What follows belongs to an exercise in optimizing a design on an open flow for small area; a production flow would make more cautious choices. In this exercise RTL edits were held to simulation tests only and were not proved equivalent to the original. Power and IR drop assume default switching activity.

==> flow/design.v (excerpt) <==
module rv_fetch_decode
#(
  parameter  int XLEN       = 32,
  parameter  int IMEM_DEPTH = 32,
  parameter  int NREG       = 32,
  parameter  int RESET_PC   = 0,
  localparam int PC_W       = $clog2(IMEM_DEPTH)
) (
  input  logic            clk,
  input  logic            reset,
  input  logic            imem_we,
  input  logic [PC_W-1:0] imem_waddr,
  input  logic [31:0]     imem_wdata,
  input  logic            redirect_valid,
  input  logic [PC_W-1:0] redirect_pc,
  input  logic            wb_en,
  input  logic [4:0]      wb_addr,
  input  logic [XLEN-1:0] wb_data,
  output logic            out_valid,
  input  logic            out_ready,
  output logic [PC_W-1:0] out_pc,
  output logic [31:0]     out_instr,
  output logic [6:0]      out_opcode,
  output logic [4:0]      out_rd,
  output logic [2:0]      out_fn3,
  output logic [4:0]      out_rs1,
  output logic [4:0]      out_rs2,
  output logic [6:0]      out_fn7,
  output logic [XLEN-1:0] out_rdata1,
  output logic [XLEN-1:0] out_rdata2,
  output logic            out_illegal
);
  logic [IMEM_DEPTH*32-1:0] imem;    
  logic [IMEM_DEPTH-1:0]    psel;
  logic [PC_W-1:0] pc;
  logic [PC_W-1:0] npc;
  logic            warm;    
  logic [31:0]     w;       
  logic [31:0]     nw;      
  for (genvar i = 0; i < IMEM_DEPTH; i++) begin : g_imem
    always_ff @(posedge clk) begin
      if (imem_we && imem_waddr == PC_W'(i)) imem[i*32 +: 32] <= imem_wdata;
    end
  end
  always_comb begin
    if (reset)                        npc = PC_W'(RESET_PC);
    else if (redirect_valid)          npc = redirect_pc;
    else if (out_valid && out_ready)  npc = pc + PC_W'(1);
    else                              npc = pc;
  end
  always_ff @(posedge clk) begin
    pc <= npc;
    w  <= nw;
    if (reset || redirect_valid) begin
      warm      <= 1'b0;
      out_valid <= 1'b0;
    end else begin
      warm      <= 1'b1;
      out_valid <= warm;
    end
  ...
Size in the first run: about 3,800 cells after synthesis, ~220 I/O pins, about 76,000 um2 of cells after synthesis.
export LEC_CHECK = 0
export CAP_MARGIN = 20
export CORE_MARGIN = 2
export CORE_UTILIZATION = 60
export SLEW_MARGIN = 20
export SYNTH_HIERARCHICAL = 1
create_clock -name core_clock -period 6.0 [get_ports {clk}]
standard.sh (not shown) runs the stock make flow with config.mk's settings and CLKGATE_MAP_FILE= SYNTH_SCRIPT=/design/flow/synth_recipe.tcl, a recipe that flattens the netlist after the stock synthesis.
==> flow/flow/run.sh <==
#!/bin/bash
# The standard layout (standard.sh, unchanged synthesis and steps), with two
# placement/CTS arguments changed: ports get the smallest buffer, and CTS uses
# larger sink clusters and no dummy loads. Each tool's output goes to its own
# log here; ORFS's per-step logs stay under orfs/logs.
set -euo pipefail
export BUFFER_PORTS_ARGS="-buffer_cell sky130_fd_sc_hd__buf_1"
export CTS_ARGS="-sink_clustering_enable -repair_clock_nets -sink_clustering_size 25 -sink_clustering_max_diameter 100 -dont_use_dummy_load"
bash standard.sh synth > synth.log 2>&1
bash standard.sh finish > layout.log 2>&1
The first run completed with no timing, DRC or antenna violations.
==> next run, changes <==
CAP_MARGIN = 10   (was 20)
CORE_UTILIZATION = 50   (was 60)
SETUP_SLACK_MARGIN = 0.2   (was default)
SLEW_MARGIN = 10   (was 20)
Clock skew came out lower by 0.0039 ns.
Worst setup slack is worse by 0.12 ns.
Clock-buffer cell count stays the same.
Fmax fell by 2.0%.
Critical path depth goes down by 1.
Cell area climbs by 0.34%.
Hold slack got worse by 0.016 ns.
Total power grows by 0.52%.
Routed wire length hardly moves.
==> next run, changes <==
==> flow/run.sh (new file) <==
#!/bin/bash
# synth_recipe.tcl (not shown) runs the flow's synth.tcl, then flattens the netlist and writes it again
# the make line also repeats each setting of config.mk as NAME=value (left out here)
make -C /OpenROAD-flow-scripts/flow DESIGN_CONFIG=/design/flow/config.mk WORK_HOME=/design/flow/orfs CLKGATE_MAP_FILE= SYNTH_SCRIPT=/design/flow/synth_recipe.tcl finish
CAP_MARGIN = 20   (was 10)
CORE_UTILIZATION = 60   (was 50)
CTS_CLUSTER_DIAMETER = 100   (was default)
CTS_CLUSTER_SIZE = 25   (was default)
SETUP_SLACK_MARGIN = default   (was 0.2)
SLEW_MARGIN = 20   (was 10)
removed: flow/flow/run.sh
removed: flow/standard.sh
After rerunning: Now the flow finished with setup timing left. Total power goes up by a few percent. Non-clock buffer count fell by 4. Wire length is higher slightly. Clock skew is lower by 0.015 ns.

==> static timing again, ports no longer ideal <==
The results above use ideal ports. As a check the final layouts listed here were re-extracted and re-timed, cells and wires unchanged. Step 1 assumes that a clkbuf_16 drives the clock port and a buf_2 every other input. Step 2 also shifts input and output timing later by t, the mid clock arrival at the registers, as if the neighbouring blocks saw the same clock. Three values: ideal ports, drivers, drivers and shift; two values: the first two.
run | t (ns) | slack for setup (ns) | worst hold slack (ns) | latest minus earliest clock arrival (ns) | worst register clock-pin slew, ns
the first run | 0.811 | 0.257 / 0.179 / 0.868 | 0.448 / 0.448 / 0.448 | 0.062 / 0.062 | 0.10 / 0.10
the second run | 0.811 | 0.142 / 0.056 / 0.338 | 0.433 / 0.433 / 0.433 | 0.060 / 0.060 | 0.10 / 0.10
the third run | 0.811 | -0.012 / -0.093 / 0.660 | 0.442 / 0.442 / 0.442 | 0.029 / 0.029 | 0.11 / 0.11
